Source: an optimization exercise on an open RTL-to-GDS flow (aim: a short achievable clock period and few clock cycles per item). Production flows keep margins and buffers that such runs may drop. Function was checked by simulation only, so behaviour that the tests miss may differ from the original. No activity file was given, so power comes from the tool's default toggle rates.

==> flow/design.v <==
module cafl_add #(parameter int W = 16) (
    input  logic [W-1:0] a,
    input  logic [W-1:0] b,
    input  logic         cin,
    output logic [W-1:0] sum,
    output logic         cout,
    output logic [W:0]   c              
);
    logic [W-1:0] g, p, x;
    cafl_gp  #(.W(W)) u_gp (.a(a), .b(b), .g(g), .p(p));
    cafl_xor #(.W(W)) u_x  (.a(a), .b(b), .y(x));
    cafl_pfx #(.W(W)) u_pf (.g(g), .p(p), .cin(cin), .c(c));
    cafl_xor #(.W(W)) u_s  (.a(x), .b(c[W-1:0]), .y(sum));
    assign cout = c[W];
endmodule
module cafl_gp #(parameter int W = 16) (
    input  logic [W-1:0] a,
    input  logic [W-1:0] b,
    output logic [W-1:0] g,
    output logic [W-1:0] p
);
    assign g = a & b;
    assign p = a | b;
endmodule
module cafl_xor #(parameter int W = 16) (
    input  logic [W-1:0] a,
    input  logic [W-1:0] b,
    output logic [W-1:0] y
);
    assign y = a ^ b;
endmodule
module cafl_pfx #(parameter int W = 16) (
    input  logic [W-1:0] g,
    input  logic [W-1:0] p,
    input  logic         cin,
    output logic [W:0]   c
);
    logic [W-1:0] gg, pp;
    always_comb begin
        gg = {g[W-1:1], g[0] | (p[0] & cin)};
        pp = p;
        for (int l = 1; l < W; l = l * 2) begin
            gg = gg | (pp & (gg << l));
            pp = pp & (pp << l);
        end
    end
    assign c = {gg, cin};
endmodule
module cafl_oh (
    input  logic [4:0]  op,
    output logic [31:0] oh
);
    always_comb begin
        oh = 32'd0;
        oh[op] = 1'b1;
    end
endmodule
module cafl_sel_dec (
    input  logic [4:0]  op,
    input  logic        mc_done,
    input  logic        s_zero,
    input  logic        dneg,
    output logic [27:0] sel
);
    logic [31:0] oh;
    always_comb begin
        oh = 32'd0;
        oh[op] = 1'b1;
    end
    logic g, div;
    assign g   = !mc_done;
    assign div = oh[5] | oh[6] | oh[7] | oh[8];
    assign sel[0]  = g & oh[0];                     
    assign sel[1]  = g & oh[1];                     
    assign sel[2]  = g & oh[22];                    
    assign sel[3]  = g & oh[2];                     
    assign sel[4]  = g & oh[23];                    
    assign sel[5]  = g & oh[9];                     
    assign sel[6]  = g & oh[10];                    
    assign sel[7]  = g & oh[11];                    
    assign sel[8]  = g & oh[12];                    
    assign sel[9]  = g & oh[13];                    
    assign sel[10] = g & oh[14];                    
    assign sel[11] = g & oh[15];                    
    assign sel[12] = g & oh[16];                    
    assign sel[13] = g & oh[17];                    
    assign sel[14] = g & oh[18];                    
    assign sel[15] = g & oh[19];                    
    assign sel[16] = g & oh[20];                    
    assign sel[17] = g & oh[21];                    
    assign sel[18] = g & (oh[30] | oh[31]);         
    assign sel[19] = g & oh[30];                    
    assign sel[20] = g & oh[31];                    
    assign sel[21] = g & (oh[25] | oh[26] | oh[27] | oh[28] | oh[29]);    
    assign sel[22] = g & div & s_zero;              
    assign sel[23] = g & (oh[5] | oh[6]) & !s_zero;                      
    assign sel[24] = g & (oh[7] | (oh[8] & !dneg)) & !s_zero;            
    assign sel[25] = g & oh[8] & dneg & !s_zero;                         
    assign sel[26] = g & !(oh[21] | oh[30] | oh[31] | oh[25] | oh[26] | oh[27] | oh[28]
                          | oh[29] | (div & s_zero));                    
    assign sel[27] = g;
endmodule
module cafl_arith (
    input  logic [15:0] d,
    input  logic [15:0] s,
    input  logic        ci,
    output logic [16:0] add0,
    output logic [16:0] add1,
    output logic [16:0] sub0,
    output logic [16:0] sub1,
    output logic [15:0] r_inc,
    output logic [15:0] r_dec,
    output logic [15:0] r_neg,
    output logic [15:0] r_sm2,          
    output logic        z_add0,
    output logic        z_add1,
    output logic        z_sub1,
    output logic        z_sm2,
    output logic        s_lt            
);
    function automatic logic sum_zero(input logic [15:0] a, input logic [15:0] b,
                                      input logic cin);
        logic [15:0] x, o;
        x = a ^ b;
        o = a | b;
        sum_zero = (x == {o[14:0], cin});
    endfunction
    logic c_add0, c_add1, c_sub0, c_sub1;
    cafl_add #(.W(16)) u_add0 (.a(d), .b(s), .cin(1'b0), .sum(add0[15:0]), .cout(c_add0));
    cafl_add #(.W(16)) u_add1 (.a(d), .b(s), .cin(ci), .sum(add1[15:0]), .cout(c_add1));
    cafl_add #(.W(16)) u_sub0 (.a(d), .b(~s), .cin(1'b1), .sum(sub0[15:0]), .cout(c_sub0));
    cafl_add #(.W(16)) u_sub1 (.a(d), .b(~s), .cin(!ci), .sum(sub1[15:0]), .cout(c_sub1));
    assign add0[16] = c_add0;
    assign add1[16] = c_add1;
    assign sub0[16] = !c_sub0;          
    assign sub1[16] = !c_sub1;
    logic c_inc, c_dec, c_neg, c_sm2;
    cafl_add #(.W(16)) u_inc (.a(d), .b(16'd0), .cin(1'b1), .sum(r_inc), .cout(c_inc));
    cafl_add #(.W(16)) u_dec (.a(d), .b(16'hFFFF), .cin(1'b0), .sum(r_dec), .cout(c_dec));
    cafl_add #(.W(16)) u_neg (.a(~d), .b(16'd0), .cin(1'b1), .sum(r_neg), .cout(c_neg));
    cafl_add #(.W(16)) u_sm2 (.a(d), .b({s[14:0], 1'b0}), .cin(1'b0), .sum(r_sm2), .cout(c_sm2));
    assign z_add0 = sum_zero(d, s, 1'b0);
    assign z_add1 = sum_zero(d, s, ci);
    assign z_sub1 = sum_zero(d, ~s, !ci);
    assign z_sm2  = sum_zero(d, {s[14:0], 1'b0}, 1'b0);
    assign s_lt   = (d[15] ^ s[15]) ? d[15] : sub0[16];
endmodule
module cafl_shift (
    input  logic [15:0] d,
    input  logic [15:0] s,
    output logic [15:0] r_shl,
    output logic [15:0] r_shr,
    output logic [15:0] r_sar,
    output logic [15:0] r_rol,
    output logic [15:0] r_ror,
    output logic        z_shl,
    output logic        z_shr,
    output logic        z_sar,
    output logic        z_btst              
);
    function automatic logic [15:0] rol16(input logic [15:0] x, input logic [3:0] n);
        logic [15:0] y;
        y = x;
        if (n[0]) y = {y[14:0], y[15]};
        if (n[1]) y = {y[13:0], y[15:14]};
        if (n[2]) y = {y[11:0], y[15:12]};
        if (n[3]) y = {y[7:0], y[15:8]};
        rol16 = y;
    endfunction
    function automatic logic [15:0] ror16(input logic [15:0] x, input logic [3:0] n);
        logic [15:0] y;
        y = x;
        if (n[0]) y = {y[0], y[15:1]};
        if (n[1]) y = {y[1:0], y[15:2]};
        if (n[2]) y = {y[3:0], y[15:4]};
        if (n[3]) y = {y[7:0], y[15:8]};
        ror16 = y;
    endfunction
    logic [3:0]  rot;
    logic        big;
    logic [15:0] keep_lo, keep_hi;      
    assign rot = s[3:0];
    assign big = |s[15:4];
    assign r_shl = big ? 16'd0 : (d << rot);
    assign r_shr = big ? 16'd0 : (d >> rot);
    assign r_sar = big ? {16{d[15]}} : 16'($signed(d) >>> rot);
    assign r_rol = rol16(d, rot);
    assign r_ror = ror16(d, rot);
    assign keep_lo = 16'hFFFF >> rot;
    assign keep_hi = 16'hFFFF << rot;
    assign z_shl = big | ((d & keep_lo) == 16'd0);
    assign z_shr = big | ((d & keep_hi) == 16'd0);
    assign z_sar = big ? !d[15] : ((d & keep_hi) == 16'd0);
    assign z_btst = !d[rot] | (d == 16'd0);
endmodule
module cafl_misc (
    input  logic [15:0] d,
    input  logic [15:0] s,
    output logic [15:0] r_and,
    output logic [15:0] r_or,
    output logic [15:0] r_xor,
    output logic [15:0] r_not,
    output logic        s_zero,
    output logic        d_zero,
    output logic        d_eq_s,
    output logic        d_ones,
    output logic        d_one,
    output logic        z_and,
    output logic        z_or
);
    assign r_and  = d & s;
    assign r_or   = d | s;
    assign r_xor  = d ^ s;
    assign r_not  = ~d;
    assign s_zero = (s == 16'd0);
    assign d_zero = (d == 16'd0);
    assign d_eq_s = (d == s);
    assign d_ones = &d;
    assign d_one  = (d == 16'd1);
    assign z_and  = ((d & s) == 16'd0);
    assign z_or   = ((d | s) == 16'd0);
endmodule
module cafl_sel (
    input  logic [27:0] sel,
    input  logic        m_done,
    input  logic [20:0] m_rec,
    input  logic        f_done,
    input  logic [20:0] f_rec,
    input  logic [15:0] d,
    input  logic [15:0] s,
    input  logic [15:0] add0,
    input  logic [15:0] add1,
    input  logic [15:0] sub0,
    input  logic [15:0] sub1,
    input  logic [15:0] r_inc,
    input  logic [15:0] r_dec,
    input  logic [15:0] r_neg,
    input  logic [15:0] r_sm2,
    input  logic [15:0] r_and,
    input  logic [15:0] r_or,
    input  logic [15:0] r_xor,
    input  logic [15:0] r_not,
    input  logic [15:0] r_shl,
    input  logic [15:0] r_shr,
    input  logic [15:0] r_sar,
    input  logic [15:0] r_rol,
    input  logic [15:0] r_ror,
    input  logic        c_add0,
    input  logic        c_add1,
    input  logic        lt1,
    input  logic        bor1,
    input  logic        s_lt,
    input  logic        z_add0,
    input  logic        z_add1,
    input  logic        z_sub1,
    input  logic        z_sm2,
    input  logic        s_zero,
    input  logic        d_zero,
    input  logic        d_eq_s,
    input  logic        d_ones,
    input  logic        d_one,
    input  logic        z_and,
    input  logic        z_or,
    input  logic        z_shl,
    input  logic        z_shr,
    input  logic        z_sar,
    input  logic        z_btst,
    output logic [20:0] rec
);
    logic        k1;
    logic [15:0] res;
    logic        cy, zf;
    assign k1 = c_add0;
    always_comb begin
        res = ({16{sel[0]}}  & s)
            | ({16{sel[1]}}  & add0)
            | ({16{sel[2]}}  & add1)
            | ({16{sel[3]}}  & sub0)
            | ({16{sel[4]}}  & sub1)
            | ({16{sel[5]}}  & r_and)
            | ({16{sel[6]}}  & r_or)
            | ({16{sel[7]}}  & r_xor)
            | ({16{sel[8]}}  & r_not)
            | ({16{sel[9]}}  & r_neg)
            | ({16{sel[10]}} & r_inc)
            | ({16{sel[11]}} & r_dec)
            | ({16{sel[12]}} & r_shl)
            | ({16{sel[13]}} & r_shr)
            | ({16{sel[14]}} & r_sar)
            | ({16{sel[15]}} & r_rol)
            | ({16{sel[16]}} & r_ror)
            | ({16{sel[17] | sel[18] | sel[21] | sel[22]}} & d)
            | {15'd0, sel[23] & !lt1}
            | ({16{sel[24] & lt1}} & d)
            | ({16{sel[24] & !lt1}} & sub0)
            | ({16{sel[25] & k1}} & add0)
            | ({16{sel[25] & !k1}} & r_sm2)
            | ({16{m_done}} & m_rec[15:0])
            | ({16{f_done}} & f_rec[15:0]);
        cy = (sel[1] & c_add0) | (sel[2] & c_add1)
           | (sel[3] & lt1) | (sel[4] & bor1)
           | (sel[10] & d_ones) | (sel[11] & d_zero)
           | (sel[12] & d[15])
           | (sel[19] & lt1)
           | (sel[20] & s_lt)
           | (m_done & m_rec[16]);
        zf = (sel[0] & s_zero)
           | (sel[1] & z_add0) | (sel[2] & z_add1)
           | (sel[3] & d_eq_s) | (sel[4] & z_sub1)
           | (sel[5] & z_and)
           | (sel[6] & z_or)
           | (sel[7] & d_eq_s)
           | (sel[8] & d_ones)
           | (sel[9] & d_zero)
           | (sel[10] & d_ones)
           | (sel[11] & d_one)
           | (sel[12] & z_shl) | (sel[13] & z_shr) | (sel[14] & z_sar)
           | ((sel[15] | sel[16] | sel[21] | sel[22]) & d_zero)
           | (sel[17] & z_btst)
           | (sel[18] & d_eq_s)
           | (sel[23] & lt1)
           | (sel[24] & lt1 & d_zero)
           | (sel[24] & !lt1 & d_eq_s)
           | (sel[25] & k1 & z_add0)
           | (sel[25] & !k1 & z_sm2)
           | (m_done & m_rec[17])
           | (f_done & f_rec[17]);
    end
    assign rec = {sel[22], sel[21], sel[26] | m_done | f_done, zf, cy, res};
endmodule
module cafl_alu (
    input  logic [39:0] s_tdata,
    input  logic        m_done,         
    input  logic [20:0] m_rec,
    input  logic        f_done,         
    input  logic [20:0] f_rec,
    output logic [20:0] rec
);
    logic [4:0]  op;
    logic [15:0] d, s;
    logic        ci;
    assign op = s_tdata[4:0];
    assign d  = s_tdata[20:5];
    assign s  = s_tdata[36:21];
    assign ci = s_tdata[37];
    logic [15:0] r_and, r_or, r_xor, r_not;
    logic        s_zero, d_zero, d_eq_s, d_ones, d_one, z_and, z_or;
    cafl_misc u_misc (
        .d (d), .s (s),
        .r_and (r_and), .r_or (r_or), .r_xor (r_xor), .r_not (r_not),
        .s_zero (s_zero), .d_zero (d_zero), .d_eq_s (d_eq_s), .d_ones (d_ones),
        .d_one (d_one), .z_and (z_and), .z_or (z_or)
    );
    logic [27:0] sel;
    cafl_sel_dec u_sdec (
        .op      (op),
        .mc_done (m_done | f_done),
        .s_zero  (s_zero),
        .dneg    (d[15]),
        .sel     (sel)
    );
    logic [16:0] add0, add1, sub0, sub1;
    logic [15:0] r_inc, r_dec, r_neg, r_sm2;
    logic        z_add0, z_add1, z_sub1, z_sm2, s_lt;
    cafl_arith u_arith (
        .d (d), .s (s), .ci (ci),
        .add0 (add0), .add1 (add1), .sub0 (sub0), .sub1 (sub1),
        .r_inc (r_inc), .r_dec (r_dec), .r_neg (r_neg), .r_sm2 (r_sm2),
        .z_add0 (z_add0), .z_add1 (z_add1), .z_sub1 (z_sub1), .z_sm2 (z_sm2),
        .s_lt (s_lt)
    );
    logic [15:0] r_shl, r_shr, r_sar, r_rol, r_ror;
    logic        z_shl, z_shr, z_sar, z_btst;
    cafl_shift u_shift (
        .d (d), .s (s),
        .r_shl (r_shl), .r_shr (r_shr), .r_sar (r_sar), .r_rol (r_rol), .r_ror (r_ror),
        .z_shl (z_shl), .z_shr (z_shr), .z_sar (z_sar), .z_btst (z_btst)
    );
    cafl_sel u_sel (
        .sel (sel), .m_done (m_done), .m_rec (m_rec), .f_done (f_done), .f_rec (f_rec),
        .d (d), .s (s),
        .add0 (add0[15:0]), .add1 (add1[15:0]), .sub0 (sub0[15:0]), .sub1 (sub1[15:0]),
        .r_inc (r_inc), .r_dec (r_dec), .r_neg (r_neg), .r_sm2 (r_sm2),
        .r_and (r_and), .r_or (r_or), .r_xor (r_xor), .r_not (r_not),
        .r_shl (r_shl), .r_shr (r_shr), .r_sar (r_sar), .r_rol (r_rol), .r_ror (r_ror),
        .c_add0 (add0[16]), .c_add1 (add1[16]), .lt1 (sub0[16]), .bor1 (sub1[16]),
        .s_lt (s_lt),
        .z_add0 (z_add0), .z_add1 (z_add1), .z_sub1 (z_sub1), .z_sm2 (z_sm2),
        .s_zero (s_zero), .d_zero (d_zero), .d_eq_s (d_eq_s), .d_ones (d_ones),
        .d_one (d_one), .z_and (z_and), .z_or (z_or),
        .z_shl (z_shl), .z_shr (z_shr), .z_sar (z_sar), .z_btst (z_btst),
        .rec (rec)
    );
endmodule
module cafl_dec (
    input  logic [39:0] s_tdata,
    output logic        is_mul,
    output logic        is_mdiv
);
    logic [4:0]  op;
    logic [15:0] d, s;
    assign op = s_tdata[4:0];
    assign d  = s_tdata[20:5];
    assign s  = s_tdata[36:21];
    logic [31:0] oh;
    cafl_oh u_oh (.op(op), .oh(oh));
    logic [16:0] dif2, sum2;
    logic        c_dif2, c_sum2, lt2, k2;
    cafl_add #(.W(17)) u_dif2 (.a({1'b0, d}), .b(~{s, 1'b0}), .cin(1'b1),
                               .sum(dif2), .cout(c_dif2));
    cafl_add #(.W(17)) u_sum2 (.a({1'b0, d}), .b({s, 1'b0}), .cin(1'b0),
                               .sum(sum2), .cout(c_sum2));
    assign lt2 = !c_dif2;
    assign k2  = c_sum2 | sum2[16];
    logic q_ok;
    assign q_ok = ((oh[5] | oh[7] | (oh[8] & !d[15]) | (oh[6] & !d[15] & !s[15])) & lt2)
                | (oh[8] & d[15] & k2);
    assign is_mul  = oh[3] | oh[4] | oh[24];
    assign is_mdiv = (oh[5] | oh[6] | oh[7] | oh[8]) & (s != 16'd0) & !q_ok;
endmodule
module cafl_div_cap (
    input  logic [39:0] s_tdata,
    output logic [15:0] a,
    output logic [15:0] b,
    output logic        negq,
    output logic        negr,
    output logic [2:0]  grp             
);
    logic [4:0]  op;
    logic [15:0] d, s;
    assign op = s_tdata[4:0];
    assign d  = s_tdata[20:5];
    assign s  = s_tdata[36:21];
    function automatic logic [4:0] nbits(input logic [15:0] x);
        nbits = 5'd0;
        for (int i = 0; i < 16; i++) if (x[i]) nbits = 5'(i + 1);
    endfunction
    logic d_ng, s_ng;
    assign d_ng = (op == 5'd6 || op == 5'd8) && d[15];
    assign s_ng = (op == 5'd6) && s[15];
    logic [15:0] nd, ns;
    logic        c_nd, c_ns;
    cafl_add #(.W(16)) u_nd (.a(~d), .b(16'd0), .cin(1'b1), .sum(nd), .cout(c_nd));
    cafl_add #(.W(16)) u_ns (.a(~s), .b(16'd0), .cin(1'b1), .sum(ns), .cout(c_ns));
    assign a    = d_ng ? nd : d;
    assign b    = s_ng ? ns : s;
    assign negq = d[15] ^ s[15];
    assign negr = d[15];
    logic [4:0] la_e, lb_e;
    logic [5:0] pd_e;
    assign la_e = d_ng ? (nbits(~d) + 5'd1) : nbits(d);
    assign lb_e = s_ng ? nbits(~s) : nbits(s);
    assign pd_e = {1'b0, la_e} - {1'b0, lb_e};
    always_comb begin
        case (pd_e)
            6'd0, 6'd1, 6'd2:    grp = 3'd0;
            6'd3, 6'd4, 6'd5:    grp = 3'd1;
            6'd6, 6'd7, 6'd8:    grp = 3'd2;
            6'd9, 6'd10, 6'd11:  grp = 3'd3;
            6'd12, 6'd13, 6'd14: grp = 3'd4;
            default:             grp = 3'd5;
        endcase
    end
endmodule
module cafl_div_setup (
    input  logic [15:0]       a,
    input  logic [15:0]       b,
    input  logic [2:0]        grp,
    output logic              early,    
    output logic [15:0]       quo0,     
    output logic [15:0]       rem0,
    output logic [7:1][20:0]  mk
);
    logic [15:0] amb;
    logic [16:0] e17;
    logic        c_amb, c_e;
    cafl_add #(.W(16)) u_amb  (.a(a), .b(~b), .cin(1'b1), .sum(amb), .cout(c_amb));
    cafl_add #(.W(17)) u_e    (.a({1'b0, a}), .b(~{b, 1'b0}), .cin(1'b1), .sum(e17),
                               .cout(c_e));
    assign early = !c_e;
    assign quo0  = {15'd0, c_amb};
    assign rem0  = c_amb ? amb : a;
    logic [7:1][17:0] bm;
    assign bm[1] = {2'b00, b};
    assign bm[2] = {1'b0, b, 1'b0};
    logic c3, c5, c7;
    cafl_add #(.W(18)) u_b3 (.a({2'b00, b}), .b({1'b0, b, 1'b0}), .cin(1'b0), .sum(bm[3]),
                             .cout(c3));
    assign bm[4] = {b, 2'b00};
    cafl_add #(.W(18)) u_b5 (.a({2'b00, b}), .b({b, 2'b00}), .cin(1'b0), .sum(bm[5]),
                             .cout(c5));
    assign bm[6] = {bm[3][16:0], 1'b0};
    logic [18:0] b7;
    cafl_add #(.W(19)) u_b7 (.a({b, 3'b000}), .b(~{3'b000, b}), .cin(1'b1), .sum(b7),
                             .cout(c7));
    assign bm[7] = b7[17:0];
    for (genvar k = 1; k <= 7; k++) begin : g_mk
        assign mk[k] = {3'b000, bm[k]} << (3 * grp);
    end
endmodule
module cafl_div_iter (
    input  logic [15:0]      rem,
    input  logic [7:1][20:0] mk,
    output logic [2:0]       dig,
    output logic [15:0]      rem_n
);
    logic [7:1][21:0] rdiff;
    for (genvar k = 1; k <= 7; k++) begin : g_rdiff
        logic [20:0] df;
        logic        cf;
        cafl_add #(.W(21)) u_df (.a({5'd0, rem}), .b(~mk[k]), .cin(1'b1), .sum(df),
                                 .cout(cf));
        assign rdiff[k] = {!cf, df};
    end
    always_comb begin
        if      (!rdiff[7][21]) begin dig = 3'd7; rem_n = rdiff[7][15:0]; end
        else if (!rdiff[6][21]) begin dig = 3'd6; rem_n = rdiff[6][15:0]; end
        else if (!rdiff[5][21]) begin dig = 3'd5; rem_n = rdiff[5][15:0]; end
        else if (!rdiff[4][21]) begin dig = 3'd4; rem_n = rdiff[4][15:0]; end
        else if (!rdiff[3][21]) begin dig = 3'd3; rem_n = rdiff[3][15:0]; end
        else if (!rdiff[2][21]) begin dig = 3'd2; rem_n = rdiff[2][15:0]; end
        else if (!rdiff[1][21]) begin dig = 3'd1; rem_n = rdiff[1][15:0]; end
        else                    begin dig = 3'd0; rem_n = rem;            end
    end
endmodule
module cafl_div_fix (
    input  logic [15:0] quo,
    input  logic [15:0] rem,
    input  logic [15:0] b,
    input  logic [1:0]  dop,
    input  logic        negq,
    input  logic        negr,
    output logic [20:0] rec
);
    logic [15:0] nquo, bmr;
    logic        c_nq, c_bmr;
    cafl_add #(.W(16)) u_nq  (.a(~quo), .b(16'd0), .cin(1'b1), .sum(nquo), .cout(c_nq));
    cafl_add #(.W(16)) u_bmr (.a(b), .b(~rem), .cin(1'b1), .sum(bmr), .cout(c_bmr));
    logic [15:0] res;
    logic        zf;
    always_comb begin
        case (dop)
            2'd0:    res = quo;
            2'd1:    res = negq ? nquo : quo;
            2'd2:    res = rem;
            default: res = (negr && rem != 16'd0) ? bmr : rem;
        endcase
        zf = dop[1] ? (rem == 16'd0) : (quo == 16'd0);
    end
    assign rec = {3'b001, zf, 1'b0, res};
endmodule
module cafl_booth #(parameter bit SX = 1'b0) (
    input  logic [15:0] d,
    input  logic [15:0] s,
    output logic [31:0] ma,             
    output logic [8:0]  bneg,
    output logic [8:0]  bone,
    output logic [8:0]  btwo
);
    logic [18:0] mb;
    assign mb = {{2{SX & s[15]}}, s, 1'b0};
    for (genvar i = 0; i < 9; i++) begin : g_dig
        assign bneg[i] = mb[2*i+2] & !(mb[2*i+1] & mb[2*i]);
        assign bone[i] = mb[2*i+1] ^ mb[2*i];
        assign btwo[i] = (mb[2*i+2] & !mb[2*i+1] & !mb[2*i])
                       | (!mb[2*i+2] & mb[2*i+1] & mb[2*i]);
    end
    assign ma = {{16{SX & d[15]}}, d};
endmodule
module cafl_mul_tree (
    input  logic [31:0] ma,
    input  logic [8:0]  bneg,
    input  logic [8:0]  bone,
    input  logic [8:0]  btwo,
    output logic [31:0] r0,
    output logic [31:0] r1,
    output logic [31:0] r2
);
    logic [8:0][31:0] pp, mag;
    for (genvar i = 0; i < 9; i++) begin : g_pp
        assign mag[i] = (({32{bone[i]}} & ma) | ({32{btwo[i]}} & {ma[30:0], 1'b0}))
                      ^ {32{bneg[i]}};
        if (i == 0) begin : g_first
            assign pp[i] = mag[i];
        end else begin : g_rest
            assign pp[i] = (mag[i] << (2 * i)) | (32'(bneg[i-1]) << (2 * i - 2));
        end
    end
    function automatic logic [63:0] cafl_csa(input logic [31:0] a, input logic [31:0] b,
                                             input logic [31:0] c);
        logic [31:0] sv, cv;
        sv = a ^ b ^ c;
        cv = ((a & b) | (a & c) | (b & c)) << 1;
        cafl_csa = {cv, sv};
    endfunction
    logic [63:0] l1a, l1b, l1c, l2a, l2b, l3a;
    assign l1a = cafl_csa(pp[0], pp[1], pp[2]);
    assign l1b = cafl_csa(pp[3], pp[4], pp[5]);
    assign l1c = cafl_csa(pp[6], pp[7], pp[8]);
    assign l2a = cafl_csa(l1a[31:0], l1a[63:32], l1b[31:0]);
    assign l2b = cafl_csa(l1b[63:32], l1c[31:0], l1c[63:32]);
    assign l3a = cafl_csa(l2a[31:0], l2a[63:32], l2b[31:0]);
    assign r0 = l3a[31:0];
    assign r1 = l3a[63:32];
    assign r2 = l2b[63:32];
endmodule
module cafl_mul_fin #(parameter bit SX = 1'b0) (
    input  logic [31:0] r0,
    input  logic [31:0] r1,
    input  logic [31:0] r2,
    input  logic        mulc_ci,
    output logic [20:0] rec
);
    function automatic logic [63:0] cafl_csa(input logic [31:0] a, input logic [31:0] b,
                                             input logic [31:0] c);
        logic [31:0] sv, cv;
        sv = a ^ b ^ c;
        cv = ((a & b) | (a & c) | (b & c)) << 1;
        cafl_csa = {cv, sv};
    endfunction
    function automatic logic sum_zero(input logic [15:0] a, input logic [15:0] b,
                                      input logic cin);
        logic [15:0] x, o;
        x = a ^ b;
        o = a | b;
        sum_zero = (x == {o[14:0], cin});
    endfunction
    logic [63:0] l4;
    logic [31:0] ps, pc;
    assign l4 = cafl_csa(r0, r1, r2);
    assign ps = l4[31:0];
    assign pc = {l4[63:33], SX ? 1'b0 : mulc_ci};
    logic [31:0] prod;
    logic        c_prod;
    logic [32:0] c;
    cafl_add #(.W(32)) u_cpa (.a(ps), .b(pc), .cin(1'b0), .sum(prod), .cout(c_prod), .c(c));
    logic zf, cy;
    assign zf = sum_zero(ps[15:0], pc[15:0], 1'b0);
    if (SX) begin : g_s
        logic p31;
        assign p31 = ps[31] ^ pc[31] ^ c[31];
        assign cy  = !p31 && !sum_zero(ps[30:15], pc[30:15], c[15]);
    end else begin : g_u
        assign cy  = !sum_zero(ps[31:16], pc[31:16], c[16]);
    end
    assign rec = {3'b001, zf, cy, prod[15:0]};
endmodule
module cpu_alu_with_flags (
    input  logic        aclk,
    input  logic        aresetn,
    input  logic        s_tvalid,
    output logic        s_tready,
    input  logic [39:0] s_tdata,
    output logic        m_tvalid,
    input  logic        m_tready,
    output logic [23:0] m_tdata
);
    logic        mc_done;
    logic        st_m1, st_f;
    logic [20:0] mul_rec, fix_rec;
    logic        busy0;             
    logic [20:0] p_rec;
    logic        is_mul, is_mdiv;
    cafl_alu u_alu (
        .s_tdata (s_tdata),
        .m_done  (st_m1),
        .m_rec   (mul_rec),
        .f_done  (st_f),
        .f_rec   (fix_rec),
        .rec     (p_rec)
    );
    cafl_dec u_dec (
        .s_tdata (s_tdata),
        .is_mul  (is_mul),
        .is_mdiv (is_mdiv)
    );
    logic        rdy_r, ov_r, wp_r, rp_r;
    logic [1:0]  cnt_r;
    logic [20:0] q0_r, q1_r;
    logic        accept, take, multi;
    logic [1:0]  cnt0, cnt1;        
    logic [4:0]  nxt_m0, nxt_m1, nxt_na, nxt;
    assign s_tready = rdy_r;
    assign accept   = s_tvalid & rdy_r;
    assign take     = ov_r & m_tready;
    assign multi    = is_mul | is_mdiv;
    assign cnt0     = cnt_r - {1'b0, take};
    assign cnt1     = cnt_r + {1'b0, !take};
    assign nxt_m0 = {cnt1, 1'b1, !wp_r, cnt1 != 2'd2};
    assign nxt_m1 = {cnt0, cnt0 != 2'd0, wp_r, 1'b0};
    assign nxt_na = mc_done ? {cnt1, 1'b1, !wp_r, !busy0 & (cnt1 != 2'd2)}
                            : {cnt0, cnt0 != 2'd0, wp_r, !busy0 & (cnt0 != 2'd2)};
    cafl_late u_late (
        .a   (accept),
        .m   (multi),
        .xm0 (nxt_m0),
        .xm1 (nxt_m1),
        .xna (nxt_na),
        .y   (nxt)
    );
    always_ff @(posedge aclk) begin
        if (!aresetn) begin
            cnt_r <= 2'd0;
            ov_r  <= 1'b0;
            wp_r  <= 1'b0;
            rp_r  <= 1'b0;
            rdy_r <= 1'b1;
        end else begin
            {cnt_r, ov_r, wp_r, rdy_r} <= nxt;
            rp_r <= rp_r ^ take;
        end
    end
    always_ff @(posedge aclk) begin
        if (!wp_r && cnt_r != 2'd2) q0_r <= p_rec;
        if (wp_r && cnt_r != 2'd2)  q1_r <= p_rec;
    end
    assign m_tvalid = ov_r;
    assign m_tdata  = {3'b000, rp_r ? q1_r : q0_r};
    logic        st_s, st_it;
    logic        st_m1_n, st_s_n, st_it_n, st_f_n;
    logic        early;
    logic [2:0]  cnt_it_r;
    assign st_m1_n = accept & is_mul;
    assign st_s_n  = accept & is_mdiv;
    assign st_it_n = (st_s & !early) | (st_it & (cnt_it_r != 3'd0));
    assign st_f_n  = (st_s & early) | (st_it & (cnt_it_r == 3'd0));
    assign busy0   = st_s | st_it;
    assign mc_done = st_m1 | st_f;
    always_ff @(posedge aclk) begin
        if (!aresetn) begin
            st_m1 <= 1'b0;
            st_s  <= 1'b0;
            st_it <= 1'b0;
            st_f  <= 1'b0;
        end else begin
            st_m1 <= st_m1_n;
            st_s  <= st_s_n;
            st_it <= st_it_n;
            st_f  <= st_f_n;
        end
    end
    logic [31:0] ma_u, ma_s;
    logic [8:0]  bneg_u, bone_u, btwo_u, bneg_s, bone_s, btwo_s;
    logic [31:0] mu0, mu1, mu2, mu0_r, mu1_r, mu2_r;
    logic [31:0] ms0, ms1, ms2, ms0_r, ms1_r, ms2_r;
    logic        mulc_ci_r, smul_r;
    logic [15:0] a, b, a_r, b_r;
    logic        negq, negr, negq_r, negr_r;
    logic [2:0]  grp, grp_r;
    logic [1:0]  dop_r;
    cafl_booth #(.SX(1'b0)) u_booth_u (
        .d    (s_tdata[20:5]),
        .s    (s_tdata[36:21]),
        .ma   (ma_u),
        .bneg (bneg_u),
        .bone (bone_u),
        .btwo (btwo_u)
    );
    cafl_booth #(.SX(1'b1)) u_booth_s (
        .d    (s_tdata[20:5]),
        .s    (s_tdata[36:21]),
        .ma   (ma_s),
        .bneg (bneg_s),
        .bone (bone_s),
        .btwo (btwo_s)
    );
    cafl_div_cap u_dcap (
        .s_tdata (s_tdata),
        .a       (a),
        .b       (b),
        .negq    (negq),
        .negr    (negr),
        .grp     (grp)
    );
    always_ff @(posedge aclk) begin
        if (accept) begin
            mu0_r     <= mu0;
            mu1_r     <= mu1;
            mu2_r     <= mu2;
            ms0_r     <= ms0;
            ms1_r     <= ms1;
            ms2_r     <= ms2;
            mulc_ci_r <= (s_tdata[4:0] == 5'd24) & s_tdata[37];
            smul_r    <= (s_tdata[4:0] == 5'd4);
            a_r       <= a;
            b_r       <= b;
            negq_r    <= negq;
            negr_r    <= negr;
            grp_r     <= grp;
            dop_r     <= 2'(s_tdata[4:0] - 5'd5);
        end
    end
    cafl_mul_tree u_mtree_u (
        .ma (ma_u), .bneg (bneg_u), .bone (bone_u), .btwo (btwo_u),
        .r0 (mu0), .r1 (mu1), .r2 (mu2)
    );
    cafl_mul_tree u_mtree_s (
        .ma (ma_s), .bneg (bneg_s), .bone (bone_s), .btwo (btwo_s),
        .r0 (ms0), .r1 (ms1), .r2 (ms2)
    );
    logic [20:0] mul_u_rec, mul_s_rec;
    cafl_mul_fin #(.SX(1'b0)) u_mfin_u (
        .r0 (mu0_r), .r1 (mu1_r), .r2 (mu2_r), .mulc_ci (mulc_ci_r), .rec (mul_u_rec)
    );
    cafl_mul_fin #(.SX(1'b1)) u_mfin_s (
        .r0 (ms0_r), .r1 (ms1_r), .r2 (ms2_r), .mulc_ci (1'b0), .rec (mul_s_rec)
    );
    assign mul_rec = smul_r ? mul_s_rec : mul_u_rec;
    logic [15:0]      quo0, rem0;
    logic [7:1][20:0] mk, mk_r, mk_sh;
    logic [15:0]      rem_r, quo_r, rem_n;
    logic [2:0]       dig;
    cafl_div_setup u_dset (
        .a         (a_r),
        .b         (b_r),
        .grp       (grp_r),
        .early     (early),
        .quo0      (quo0),
        .rem0      (rem0),
        .mk        (mk)
    );
    cafl_div_iter u_dit (
        .rem   (rem_r),
        .mk    (mk_r),
        .dig   (dig),
        .rem_n (rem_n)
    );
    cafl_div_fix u_dfix (
        .quo  (quo_r),
        .rem  (rem_r),
        .b    (b_r),
        .dop  (dop_r),
        .negq (negq_r),
        .negr (negr_r),
        .rec  (fix_rec)
    );
    for (genvar k = 1; k <= 7; k++) begin : g_mksh
        assign mk_sh[k] = mk_r[k] >> 3;
    end
    always_ff @(posedge aclk) begin
        if (st_s) begin
            rem_r    <= early ? rem0 : a_r;
            quo_r    <= early ? quo0 : 16'd0;
            cnt_it_r <= grp_r;
            mk_r     <= mk;
        end
        if (st_it) begin
            rem_r    <= rem_n;
            quo_r    <= {quo_r[12:0], dig};
            cnt_it_r <= cnt_it_r - 3'd1;
            mk_r     <= mk_sh;
        end
    end
endmodule
module cafl_late (
    input  logic       a,
    input  logic       m,
    input  logic [4:0] xm0,
    input  logic [4:0] xm1,
    input  logic [4:0] xna,
    output logic [4:0] y
);
    assign y = a ? (m ? xm1 : xm0) : xna;
endmodule
==> flow/flow/run.sh <==
#!/bin/bash
# The standard layout (the standard.sh, standard synthesis included) with two
# changes to placement and timing repair: the input and output port buffers are
# sky130_fd_sc_hd__buf_4 cells instead of the slow delay buffer the platform
# picks, and timing repair may resize a cell to any drive strength, not only to
# cells of the same footprint. The make output goes to standard_flow.log; each
# ORFS step keeps its own log under orfs/logs.
set -euo pipefail
bash standard.sh MATCH_CELL_FOOTPRINT=0 \
    "BUFFER_PORTS_ARGS=-buffer_cell sky130_fd_sc_hd__buf_4" finish > standard_flow.log 2>&1
==> flow/standard.sh <==
#!/bin/bash
# synth_recipe.tcl (not shown) runs the flow's synth.tcl, then flattens the netlist and writes it again
# the make line also repeats each setting of config.mk as NAME=value (left out here)
make -C /OpenROAD-flow-scripts/flow DESIGN_CONFIG=/design/flow/config.mk WORK_HOME=/design/flow/orfs CLKGATE_MAP_FILE= SYNTH_SCRIPT=/design/flow/synth_recipe.tcl "${@:-finish}"
==> flow/config.mk <==
export PLATFORM = sky130hd
export DESIGN_NAME = cpu_alu_with_flags
export DESIGN_NICKNAME = cpu_alu_with_flags
export VERILOG_FILES = /design/flow/design.v
export SDC_FILE = /design/flow/constraint.sdc
export NUM_CORES = 4
export LEC_CHECK = 0
export CAP_MARGIN = 20
export CORE_MARGIN = 2
export CORE_UTILIZATION = 40
export SETUP_SLACK_MARGIN = 5
export SLEW_MARGIN = 20
export SYNTH_HIERARCHICAL = 1
export SYNTH_MINIMUM_KEEP_SIZE = 0
==> flow/constraint.sdc <==
create_clock -name core_clock -period 9.0 [get_ports {aclk}]
set_input_delay 1.8000 -clock core_clock [delete_from_list [all_inputs] [get_ports {aclk}]]
set_output_delay 1.8000 -clock core_clock [all_outputs]
set_load 0.01 [all_outputs]
==> impl_results.md, run 1 <==
* Core area at 193000 um^2
* Largest net degree at the start of global routing at roughly 160
* Row cnt at 161
* Total gr overflow at 0
* Post-Route WL at slightly above 300000 um
* Mapped Cells at around 9000
* Iteration count of the initial detailed-routing pass at 6
* # hold bufs at CTS at 0
* Routed WL per cell at between 20 and 30 um
* Longest Clk Path Bufs at 3
* Layout cell share with drive strength beyond 1 at approximately a quarter
* RSZ-0062 raised after global routing: true
* Setup crit end: q1_r[0]
* Placer Congestion at a little under 1
* Worst skew pair latency at 0.75 ns
* Vias in the first global route at approximately 67000
* F_max at approximately 230 MHz
* Maxcap violations at 0
* Syn_area_per_cell at approximately 8.7 um^2
* R2r worst-path depth at 14
* Pwr per Cell Area at 203 nW/um^2
* CTS tree: done
* Reg2reg setup slack at between 4 and 5 ns
* # placed instances at 11440
* RR Startpoint: mu0_r[0]
* Port Buf Inserts at 64
* Required time worst endpoint at between 9 and 10 ns
* CP startpoint kind: input port
* Slowest cell on the critical path: or4_4
* Global Route Usage Sum at between 20% and 30%
* Most frequent CP cell: buf_4
* Num Clock Sinks at 467
* Antenna Violating Nets Remaining at 0
* Clk_skew at approximately 0.061 ns
* Cell Chain, Critical Path: buf_4 -> inv_2 -> ha_4 -> xnor2_2 -> nor3_1 -> and4_1 -> buf_4 -> a22o_1 -> a221oi_2 -> o21ai_1 -> or4_4
* Final Cycle Share at 48.8%
* Crit-path max FO at 20
* Setup violations, final at 0
* Via count at between 70000 and 80000
* Min-Delay Path Class: reg -> reg
* Worst VDD drop at roughly 0.00026 V
* Post-DP HPWL at approximately 190000 um
* Final cell count without fillers at roughly 12000
* CP Launch Point: s_tdata[1]
* Initial antenna violation count at 17
* Initial Util at 40.2%
* Cell Area, Synth at 77500 um^2
* Minimum clock period at between 4 and 5 ns
* Total power at around 0.019 W
* Die X at 444 um
* Ys Warns at 24
* Hold depth at 2
* Worst Path Arrival at a little under 5 ns
* Io pins at 70
* Status: no timing/DRC/antenna violations
* Synth-to-layout area growth at 22.1%
* Final hold vios at 0
* Leak pwr at a little over 40 nW
* DIE AREA at 197000 um^2
* Nets at ~10000
* Global-route wire length before repair at roughly 440000 um
* Iteration-0 DRC Markers at ~7700
* Clock transition at path regs at about 0.060 ns
* Root buf cell: clkbuf_16
* Rel. slew slack at ~25%
* Pins Over Slew Limit at 0
* H-Tree Depth at 2
* Setup CP Type: in -> reg
* DIE HEIGHT at 444 um
* Max incr delay on CP at around 0.60 ns
* Num CTS Buffers at 60
* Post-DR vias/cell at 5.84
* Type of element capturing the critical path: flop
* TNS Setup at 0 ns
* Critical R2R Capture: q0_r[16]
* # DRC at 0
* Tightest Pin Transition at around 1.1 ns
## worst max-delay path, delay by kind of cell
family,cells,cell delay (ns)
XOR/XNOR,1,0.53
AND/OR/NAND/NOR,3,0.91
buffers and inverters,3,0.59
AO/OA/AOI/OAI,3,0.80
adder cells (fa/ha/maj),1,0.20
## sequential cells by signal (all words and copies together), names as in the netlist, 2 cells and up
name and flops:
mk_r 147, ms0_r 32, ms1_r 32, ms2_r 32, mu0_r 32, mu1_r 32, mu2_r 32, q0_r 21
q1_r 21, a_r 16, b_r 16, quo_r 16, rem_r 16, cnt_it_r 3, grp_r 3, cnt_r 2
dop_r 2
## timing repair
action | CTS | global route
pin swaps | 250 | 337
gates cloned | 66 | 18
gates resized for setup | 616 | 408
setup buffers | 258 | 173
setup endpoints to repair | 343 | 185
## where the power goes
| group | leakage, nW | switching (W) | internal, W |
|---|---|---|---|
| Sequential | 4.44 | 0.000189 | 0.00318 |
| Combinational | 35.3 | 0.00770 | 0.00552 |
| Clock | 1.00 | 0.00113 | 0.00149 |
## layer usage
layer | up-vias | track usage [%] | share of wire [%]
met2 | 3650 | 46.6 | 45
met5 | - | 0.171 | 0.028
li1 | 31457 | - | -
met3 | 1077 | 5.10 | 8.7
met4 | 10 | 18.5 | 7.8
met1 | 34328 | 36.9 | 39
## through the flow
step | util, % | hold slack, ns | area (um^2) | setup slack, ns
CTS | 47.1 | 0.530 | 90800 | 4.62
detailed placement | 42.6 | 0.514 | 82000 | 2.93
global route | 49.1 | 0.558 | 94500 | 4.50
finish | 49.1 | 0.527 | 94600 | 4.60
floorplan | - | 0.483 | 82100 | 4.38
global placement | 42.6 | 0.504 | 82000 | 2.97
## cells in the final DEF (no fill, tap or decap), types with 105 or more instances in the layout
master / instances
a22oi_1: 298
clkbuf_16: 128
nand2_1: 310
a22o_1: 194
a22oi_2: 203
a21oi_1: 258
conb_1: 522
o21ai_0: 188
buf_12: 105
fa_1: 239
edfxtp_1: 436
inv_1: 878
xnor2_1: 222
mux2i_1: 161
or2_1: 474
ha_1: 183
nor2_1: 276
buf_4: 386
mux2_2: 130
a21o_1: 243
xor2_1: 1052
and2_2: 491
## worst min-delay path by stage
stage	endpoint	slack, ns	start
2_1_floorplan	mk_r[83]	0.48	mk_r[83]
3_3_place_gp	mk_r[83]	0.50	mk_r[83]
3_5_place_dp	mk_r[40]	0.51	mk_r[40]
4_1_cts	mk_r[40]	0.53	mk_r[40]
5_1_grt	mk_r[144]	0.56	mk_r[144]
6_report	mk_r[40]	0.53	mk_r[40]
## layout make-up
| class | instances | area (um^2) |
|---|---|---|
| diodes | 16 | 40.0 |
| clock buffers | 65 | 1520 |
| clock inverters | 48 | 553 |
| fillers | 17808 | 98000 |
| inverters | 1005 | 3920 |
| multi-input cells | 7251 | 62400 |
| flip-flops and latches | 467 | 13700 |
| well taps | 2526 | 3160 |
| repair buffers | 705 | 9260 |
| repair inverters | 1 | 5.00 |
Testbench counts, summed over its fixed seeds: cycles 9,730, items 8,000.
==> run 2: changes to the inputs <==
--- a/flow/design.v
+++ b/flow/design.v
@@ -224,4 +224,6 @@
     input  logic [27:0] sel,
-    input  logic        m_done,
-    input  logic [20:0] m_rec,
+    input  logic        mu_done,
+    input  logic [20:0] mu_rec,
+    input  logic        ms_done,
+    input  logic [20:0] ms_rec,
     input  logic        f_done,
@@ -267,64 +269,69 @@
     input  logic        z_btst,
-    output logic [20:0] rec
+    output logic [20:0] rec_a,
+    output logic [20:0] rec_b
 );
     logic        k1;
-    logic [15:0] res;
-    logic        cy, zf;
+    logic [15:0] res_a, res_b;
+    logic        cy_a, cy_b, zf_a, zf_b;
     assign k1 = c_add0;
     always_comb begin
-        res = ({16{sel[0]}}  & s)
-            | ({16{sel[1]}}  & add0)
-            | ({16{sel[2]}}  & add1)
-            | ({16{sel[3]}}  & sub0)
-            | ({16{sel[4]}}  & sub1)
-            | ({16{sel[5]}}  & r_and)
-            | ({16{sel[6]}}  & r_or)
-            | ({16{sel[7]}}  & r_xor)
-            | ({16{sel[8]}}  & r_not)
-            | ({16{sel[9]}}  & r_neg)
-            | ({16{sel[10]}} & r_inc)
-            | ({16{sel[11]}} & r_dec)
-            | ({16{sel[12]}} & r_shl)
-            | ({16{sel[13]}} & r_shr)
-            | ({16{sel[14]}} & r_sar)
-            | ({16{sel[15]}} & r_rol)
-            | ({16{sel[16]}} & r_ror)
-            | ({16{sel[17] | sel[18] | sel[21] | sel[22]}} & d)
-            | {15'd0, sel[23] & !lt1}
-            | ({16{sel[24] & lt1}} & d)
-            | ({16{sel[24] & !lt1}} & sub0)
-            | ({16{sel[25] & k1}} & add0)
-            | ({16{sel[25] & !k1}} & r_sm2)
-            | ({16{m_done}} & m_rec[15:0])
-            | ({16{f_done}} & f_rec[15:0]);
-        cy = (sel[1] & c_add0) | (sel[2] & c_add1)
-           | (sel[3] & lt1) | (sel[4] & bor1)
-           | (sel[10] & d_ones) | (sel[11] & d_zero)
-           | (sel[12] & d[15])
-           | (sel[19] & lt1)
-           | (sel[20] & s_lt)
-           | (m_done & m_rec[16]);
-        zf = (sel[0] & s_zero)
-           | (sel[1] & z_add0) | (sel[2] & z_add1)
-           | (sel[3] & d_eq_s) | (sel[4] & z_sub1)
-           | (sel[5] & z_and)
-           | (sel[6] & z_or)
-           | (sel[7] & d_eq_s)
-           | (sel[8] & d_ones)
-           | (sel[9] & d_zero)
-           | (sel[10] & d_ones)
-           | (sel[11] & d_one)
-           | (sel[12] & z_shl) | (sel[13] & z_shr) | (sel[14] & z_sar)
-           | ((sel[15] | sel[16] | sel[21] | sel[22]) & d_zero)
-           | (sel[17] & z_btst)
-           | (sel[18] & d_eq_s)
-           | (sel[23] & lt1)
-           | (sel[24] & lt1 & d_zero)
-           | (sel[24] & !lt1 & d_eq_s)
-           | (sel[25] & k1 & z_add0)
-           | (sel[25] & !k1 & z_sm2)
-           | (m_done & m_rec[17])
-           | (f_done & f_rec[17]);
+        res_a = ({16{sel[1]}}  & add0)
+              | ({16{sel[2]}}  & add1)
+              | ({16{sel[3]}}  & sub0)
+              | ({16{sel[4]}}  & sub1)
+              | ({16{sel[9]}}  & r_neg)
+              | ({16{sel[10]}} & r_inc)
+              | ({16{sel[11]}} & r_dec)
+              | {15'd0, sel[23] & !lt1}
+              | ({16{sel[24] & lt1}} & d)
+              | ({16{sel[24] & !lt1}} & sub0)
+              | ({16{sel[25] & k1}} & add0)
+              | ({16{sel[25] & !k1}} & r_sm2);
+        res_b = ({16{sel[0]}}  & s)
+              | ({16{sel[5]}}  & r_and)
+              | ({16{sel[6]}}  & r_or)
+              | ({16{sel[7]}}  & r_xor)
+              | ({16{sel[8]}}  & r_not)
+              | ({16{sel[12]}} & r_shl)
+              | ({16{sel[13]}} & r_shr)
+              | ({16{sel[14]}} & r_sar)
+              | ({16{sel[15]}} & r_rol)
+              | ({16{sel[16]}} & r_ror)
+              | ({16{sel[17] | sel[18] | sel[21] | sel[22]}} & d)
+              | ({16{mu_done}} & mu_rec[15:0])
+              | ({16{ms_done}} & ms_rec[15:0])
+              | ({16{f_done}} & f_rec[15:0]);
+        cy_a = (sel[1] & c_add0) | (sel[2] & c_add1)
+             | (sel[3] & lt1) | (sel[4] & bor1)
+             | (sel[19] & lt1)
+             | (sel[20] & s_lt);
+        cy_b = (sel[10] & d_ones) | (sel[11] & d_zero)
+             | (sel[12] & d[15])
+             | (mu_done & mu_rec[16])
+             | (ms_done & ms_rec[16]);
+        zf_a = (sel[1] & z_add0) | (sel[2] & z_add1)
+             | (sel[3] & d_eq_s) | (sel[4] & z_sub1)
+             | (sel[9] & d_zero)
+             | (sel[10] & d_ones)
+             | (sel[11] & d_one)
+             | (sel[23] & lt1)
+             | (sel[24] & lt1 & d_zero)
+             | (sel[24] & !lt1 & d_eq_s)
+             | (sel[25] & k1 & z_add0)
+             | (sel[25] & !k1 & z_sm2);
+        zf_b = (sel[0] & s_zero)
+             | (sel[5] & z_and)
+             | (sel[6] & z_or)
+             | (sel[7] & d_eq_s)
+             | (sel[8] & d_ones)
+             | (sel[12] & z_shl) | (sel[13] & z_shr) | (sel[14] & z_sar)
+             | ((sel[15] | sel[16] | sel[21] | sel[22]) & d_zero)
+             | (sel[17] & z_btst)
+             | (sel[18] & d_eq_s)
+             | (mu_done & mu_rec[17])
+             | (ms_done & ms_rec[17])
+             | (f_done & f_rec[17]);
     end
-    assign rec = {sel[22], sel[21], sel[26] | m_done | f_done, zf, cy, res};
+    assign rec_a = {3'b000, zf_a, cy_a, res_a};
+    assign rec_b = {sel[22], sel[21], sel[26] | mu_done | ms_done | f_done, zf_b, cy_b, res_b};
 endmodule
@@ -332,7 +339,10 @@
     input  logic [39:0] s_tdata,
-    input  logic        m_done,         
-    input  logic [20:0] m_rec,
+    input  logic        mu_done,        
+    input  logic [20:0] mu_rec,
+    input  logic        ms_done,        
+    input  logic [20:0] ms_rec,
     input  logic        f_done,         
     input  logic [20:0] f_rec,
-    output logic [20:0] rec
+    output logic [20:0] rec_a,          
+    output logic [20:0] rec_b
 );
@@ -356,3 +366,3 @@
         .op      (op),
-        .mc_done (m_done | f_done),
+        .mc_done (mu_done | ms_done | f_done),
         .s_zero  (s_zero),
@@ -379,3 +389,4 @@
     cafl_sel u_sel (
-        .sel (sel), .m_done (m_done), .m_rec (m_rec), .f_done (f_done), .f_rec (f_rec),
+        .sel (sel), .mu_done (mu_done), .mu_rec (mu_rec), .ms_done (ms_done),
+        .ms_rec (ms_rec), .f_done (f_done), .f_rec (f_rec),
         .d (d), .s (s),
@@ -391,3 +402,3 @@
         .z_shl (z_shl), .z_shr (z_shr), .z_sar (z_sar), .z_btst (z_btst),
-        .rec (rec)
+        .rec_a (rec_a), .rec_b (rec_b)
     );
@@ -397,3 +408,4 @@
     output logic        is_mul,
-    output logic        is_mdiv
+    output logic        is_mdiv,
+    output logic        multi           
 );
@@ -419,2 +431,3 @@
     assign is_mdiv = (oh[5] | oh[6] | oh[7] | oh[8]) & (s != 16'd0) & !q_ok;
+    assign multi   = is_mul | is_mdiv;
 endmodule
@@ -659,13 +672,17 @@
     logic        st_m1, st_f;
-    logic [20:0] mul_rec, fix_rec;
+    logic        smul_r;
+    logic [20:0] mul_u_rec, mul_s_rec, fix_rec;
     logic        busy0;             
-    logic [20:0] p_rec;
-    logic        is_mul, is_mdiv;
+    logic [20:0] p_rec_a, p_rec_b;
+    logic        is_mul, is_mdiv, multi;
     cafl_alu u_alu (
         .s_tdata (s_tdata),
-        .m_done  (st_m1),
-        .m_rec   (mul_rec),
+        .mu_done (st_m1 & !smul_r),
+        .mu_rec  (mul_u_rec),
+        .ms_done (st_m1 & smul_r),
+        .ms_rec  (mul_s_rec),
         .f_done  (st_f),
         .f_rec   (fix_rec),
-        .rec     (p_rec)
+        .rec_a   (p_rec_a),
+        .rec_b   (p_rec_b)
     );
@@ -674,3 +691,4 @@
         .is_mul  (is_mul),
-        .is_mdiv (is_mdiv)
+        .is_mdiv (is_mdiv),
+        .multi   (multi)
     );
@@ -678,4 +696,4 @@
     logic [1:0]  cnt_r;
-    logic [20:0] q0_r, q1_r;
-    logic        accept, take, multi;
+    logic [20:0] q0a_r, q0b_r, q1a_r, q1b_r;
+    logic        accept, take;
     logic [1:0]  cnt0, cnt1;        
@@ -683,5 +701,4 @@
     assign s_tready = rdy_r;
-    assign accept   = s_tvalid & rdy_r;
+    assign accept   = s_tvalid & rdy_r & aresetn;
     assign take     = ov_r & m_tready;
-    assign multi    = is_mul | is_mdiv;
     assign cnt0     = cnt_r - {1'b0, take};
@@ -690,4 +707,5 @@
     assign nxt_m1 = {cnt0, cnt0 != 2'd0, wp_r, 1'b0};
-    assign nxt_na = mc_done ? {cnt1, 1'b1, !wp_r, !busy0 & (cnt1 != 2'd2)}
-                            : {cnt0, cnt0 != 2'd0, wp_r, !busy0 & (cnt0 != 2'd2)};
+    assign nxt_na = !aresetn ? {2'd0, 1'b0, 1'b0, 1'b1}
+                  : mc_done  ? {cnt1, 1'b1, !wp_r, !busy0 & (cnt1 != 2'd2)}
+                             : {cnt0, cnt0 != 2'd0, wp_r, !busy0 & (cnt0 != 2'd2)};
     cafl_late u_late (
@@ -701,19 +719,18 @@
     always_ff @(posedge aclk) begin
-        if (!aresetn) begin
-            cnt_r <= 2'd0;
-            ov_r  <= 1'b0;
-            wp_r  <= 1'b0;
-            rp_r  <= 1'b0;
-            rdy_r <= 1'b1;
-        end else begin
-            {cnt_r, ov_r, wp_r, rdy_r} <= nxt;
-            rp_r <= rp_r ^ take;
-        end
+        {cnt_r, ov_r, wp_r, rdy_r} <= nxt;
+        if (!aresetn) rp_r <= 1'b0;
+        else          rp_r <= rp_r ^ take;
     end
     always_ff @(posedge aclk) begin
-        if (!wp_r && cnt_r != 2'd2) q0_r <= p_rec;
-        if (wp_r && cnt_r != 2'd2)  q1_r <= p_rec;
+        if (!wp_r && cnt_r != 2'd2) begin
+            q0a_r <= p_rec_a;
+            q0b_r <= p_rec_b;
+        end
+        if (wp_r && cnt_r != 2'd2) begin
+            q1a_r <= p_rec_a;
+            q1b_r <= p_rec_b;
+        end
     end
     assign m_tvalid = ov_r;
-    assign m_tdata  = {3'b000, rp_r ? q1_r : q0_r};
+    assign m_tdata  = {3'b000, rp_r ? (q1a_r | q1b_r) : (q0a_r | q0b_r)};
     logic        st_s, st_it;
@@ -729,13 +746,6 @@
     always_ff @(posedge aclk) begin
-        if (!aresetn) begin
-            st_m1 <= 1'b0;
-            st_s  <= 1'b0;
-            st_it <= 1'b0;
-            st_f  <= 1'b0;
-        end else begin
-            st_m1 <= st_m1_n;
-            st_s  <= st_s_n;
-            st_it <= st_it_n;
-            st_f  <= st_f_n;
-        end
+        st_m1 <= st_m1_n;
+        st_s  <= st_s_n;
+        st_it <= aresetn & st_it_n;
+        st_f  <= aresetn & st_f_n;
     end
@@ -745,3 +755,3 @@
     logic [31:0] ms0, ms1, ms2, ms0_r, ms1_r, ms2_r;
-    logic        mulc_ci_r, smul_r;
+    logic        mulc_ci_r;
     logic [15:0] a, b, a_r, b_r;
@@ -800,3 +810,2 @@
     );
-    logic [20:0] mul_u_rec, mul_s_rec;
     cafl_mul_fin #(.SX(1'b0)) u_mfin_u (
@@ -807,3 +816,2 @@
     );
-    assign mul_rec = smul_r ? mul_s_rec : mul_u_rec;
     logic [15:0]      quo0, rem0;
==> impl_results.md, run 2 <==
* Cell Area, Synth at 78600 um^2 (+1.4%)
* Io pins at 70 (unchanged)
* Clock transition at path regs at 0.06 ns (about the same)
* Placer Congestion at 0.957 (-2.8%)
* Cell Chain, Critical Path: buf_16 -> clkinvlp_4 -> or2_1 -> a31o_4 -> o21a_1 -> a2111o_1 -> a21o_2 -> xor2_1 -> a222oi_1 -> nand4_1 -> buf_4
* Type of element capturing the critical path: flop
* Longest Clk Path Bufs at 3 (unchanged)
* Tightest Pin Transition at 1.14 ns (+0.0212 ns)
* Max reg flops at 147 (unchanged)
* Fill cells at 18201 (+2.2%)
* Post-DR vias/cell at 5.80 (-0.63%)
* Rel. slew slack at 23.9% (-0.72 points)
* Vias in the first global route at 68282 (+1.8%)
* # placed instances at 11614 (+1.5%)
* Pins Over Slew Limit at 0 (unchanged)
* Min-Delay Path Class: reg -> reg
* Port Buf Inserts at 64 (unchanged)
* Nets at 10129 (+0.66%)
* Syn_area_per_cell at 8.74 um^2 (+0.51%)
* Global-route wire length before repair at 437000 um (-0.38%)
* Num CTS Buffers at 69 (+15%)
* Maxcap violations at 0 (unchanged)
* RSZ-0062 raised after global routing: true
* Antenna Violating Nets Remaining at 0 (unchanged)
* DIE AREA at 200000 um^2 (+1.4%)
* Layout cell share with drive strength beyond 1 at 25.4% (-1.3 points)
* Largest net degree at the start of global routing at 156 (-1.3%)
* TNS Setup at 0 ns (unchanged)
* Total power at 0.0176 W (-8.3%)
* Worst skew pair latency at 0.75 ns (about the same)
* Ys Warns at 24 (unchanged)
* Post-Route WL at 309000 um (-0.30%)
* Worst Path Arrival at 4.78 ns (-0.08 ns)
* Crit path max-delay family: compound AO/OA/AOI/OAI gates
* # hold bufs at CTS at 0 (unchanged)
* Setup violations, final at 0 (unchanged)
* Status: no timing/DRC/antenna violations
* DIE HEIGHT at 447 um (+0.69%)
* Iteration count of the initial detailed-routing pass at 12 (+6)
* Row cnt at 162 (+0.62%)
* Worst VDD drop at 0.000161 V (-37%)
* Setup CP Type: in -> reg
* Slowest cell on the critical path: a222oi_1
* F_max at 231 MHz (+1.4%)
* Total gr overflow at 0 (unchanged)
* Final cell count without fillers at 12247 (+1.3%)
* Synth-to-layout area growth at 21.5%
* H-Tree Depth at 3 (+1)
* Max incr delay on CP at 0.65 ns (+0.05 ns)
* Required time worst endpoint at 9.45 ns (-0.02 ns)
* Final Cycle Share at 48.1% (-0.68 points)
* Initial antenna violation count at 11 (-6)
* CTS tree: done
* Crit-path max FO at 29 (+45%)
* Routed WL per cell at 25.2 um (-1.6%)
* Core area at 195000 um^2 (+1.3%)
* Leak pwr at 40.9 nW (+0.38%)
* # DRC at 0 (unchanged)
* Commonest cells after routing, fill and taps aside: 1056 x xor2_1, 883 x inv_1, 525 x conb_1
* Initial Util at 40.3% (+0.060 points)
* Clk_skew at 0.0948 ns (+0.0336 ns)
* Final hold vios at 0 (unchanged)
* Root buf cell: clkbuf_16
* Mapped Cells at 8990 (+0.89%)
* Pwr per Cell Area at 184 nW/um^2 (-9.1%)
* Top reg by flops: mk_r
* Most common cell after layout, fill and taps aside: xor2_1
* Worst path bufs/invs at 3 (unchanged)
* Global Route Usage Sum at 29.0% (-0.36 points)
* Iteration-0 DRC Markers at 7869 (+1.9%)
* Via count at 71026 (+0.71%)
* Post-DP HPWL at 187000 um (-2.5%)
* Minimum clock period at 4.33 ns (-0.0616 ns)
* CP startpoint kind: input port
* Die X at 447 um (+0.69%)
* Num Clock Sinks at 509 (+9.0%)
==> run 2: path summary, 6_finish.rpt <==
path | slack, ns | cells past startpoint | startpoint | endpoint
worst max register to register | 5.04 | 14 | mu0_r[5] | q1b_r[16]
worst max-delay path | 4.67 | 11 | s_tdata[7] | q0a_r[15]
worst min-delay path | 0.53 | 2 | mk_r[82] | mk_r[82]
worst min register to register | 0.53 | 2 | mk_r[82] | mk_r[82]
==> run 2: report_power, final <==
part / switching [W] / leakage [nW] / internal (W) / total, W
logic: 0.00661 / 35.1 / 0.00455 / 0.0112
clock network: 0.00125 / 1.08 / 0.00158 / 0.00283
registers: 0.000186 / 4.77 / 0.00342 / 0.00361
total: 0.00804 / 40.9 / 0.00956 / 0.0176
==> run 2: stage by stage <==
| stage | util (%) | worst slack, ns | hold WS, ns | cell area (um^2) |
|---|---|---|---|---|
| floorplan | - | 4.52 | 0.484 | 83200 |
| global placement | 42.6 | 2.77 | 0.502 | 83200 |
| detailed placement | 42.6 | 2.70 | 0.517 | 83200 |
| CTS | 47.1 | 4.79 | 0.531 | 91800 |
| global route | 48.9 | 4.71 | 0.553 | 95400 |
| finish | 48.9 | 4.67 | 0.530 | 95400 |
==> run 2: final cells by class <==
class	count	area (um^2)	area share (%)
repair buffers	684	9510	9.97
well taps	2624	3280	3.44
inverters	1003	3910	4.09
repair inverters	2	10.0	0.0105
multi-input cells	7288	61400	64.4
clock buffers	80	1810	1.89
clock inverters	45	472	0.494
flip-flops and latches	509	15000	15.7
diodes	12	30.0	0.0315
==> run 2: repair_timing <==
item / in CTS / in global routing
endpoints found under the setup margin: 294 / 198
buffers inserted: 253 / 135
resized for setup: 540 / 391
gates cloned: 76 / 32
pin swaps: 137 / 290
==> run 2: worst register-to-register path, cell delays in order, from the launching register on <==
cell and delay [ns]:
edfxtp_1 0.32, inv_1 0.06, fa_1 0.58, inv_1 0.09, or2_4 0.26, and3_1 0.19, a311oi_2 0.36, o21ai_2 0.11
a31oi_2 0.18, o21ai_2 0.14, xor2_2 0.20, nor4_1 0.19, nand4_1 0.52, a22oi_2 0.37, nand2_1 0.12
==> run 2: routing by layer <==
| metal | vias to the layer above | part of all wire [%] | GRT usage [%] |
|---|---|---|---|
| met4 | 6 | 7.9 | 18.4 |
| met5 | - | 0.013 | 0 |
| met1 | 34593 | 38 | 35.4 |
| li1 | 31730 | - | - |
| met2 | 3668 | 45 | 47.2 |
| met3 | 1029 | 8.8 | 5.09 |
Testbench counts of run 2, summed over its fixed seeds: cycles 9,730, items 8,000.

-- separate check: timing with driven ports --
In the flow no input, the clock included, has a driving cell. The finished layouts below were timed again as built, in two steps.
Step 1 sets driving cells, clkbuf_16 on the clock port and buf_2 on the other inputs (assumed; they add their load-dependent delay and slew).
Step 2 times the ports against the registers' clock, not the clock port: input delays grow and output delays shrink by t, the midpoint of the rising clock arrivals with the driver on.
a / b / c = ideal / step 1 / step 2; a / b = the first two.
run	t (ns)	slack for setup (ns)	worst setup path at the end	slew at the worst register clock pin (ns)	pins driven straight from the clock port
run 1	0.812	4.605 / 4.372 / 3.560	input to register	0.07 / 0.07	1
run 2	0.795	4.667 / 4.412 / 3.617	input to register	0.07 / 0.07	1
After both steps every run listed still meets setup and hold. The setup slack of run 2, which loses most, moves by -0.255 ns with the drivers and by -1.050 ns with both steps.
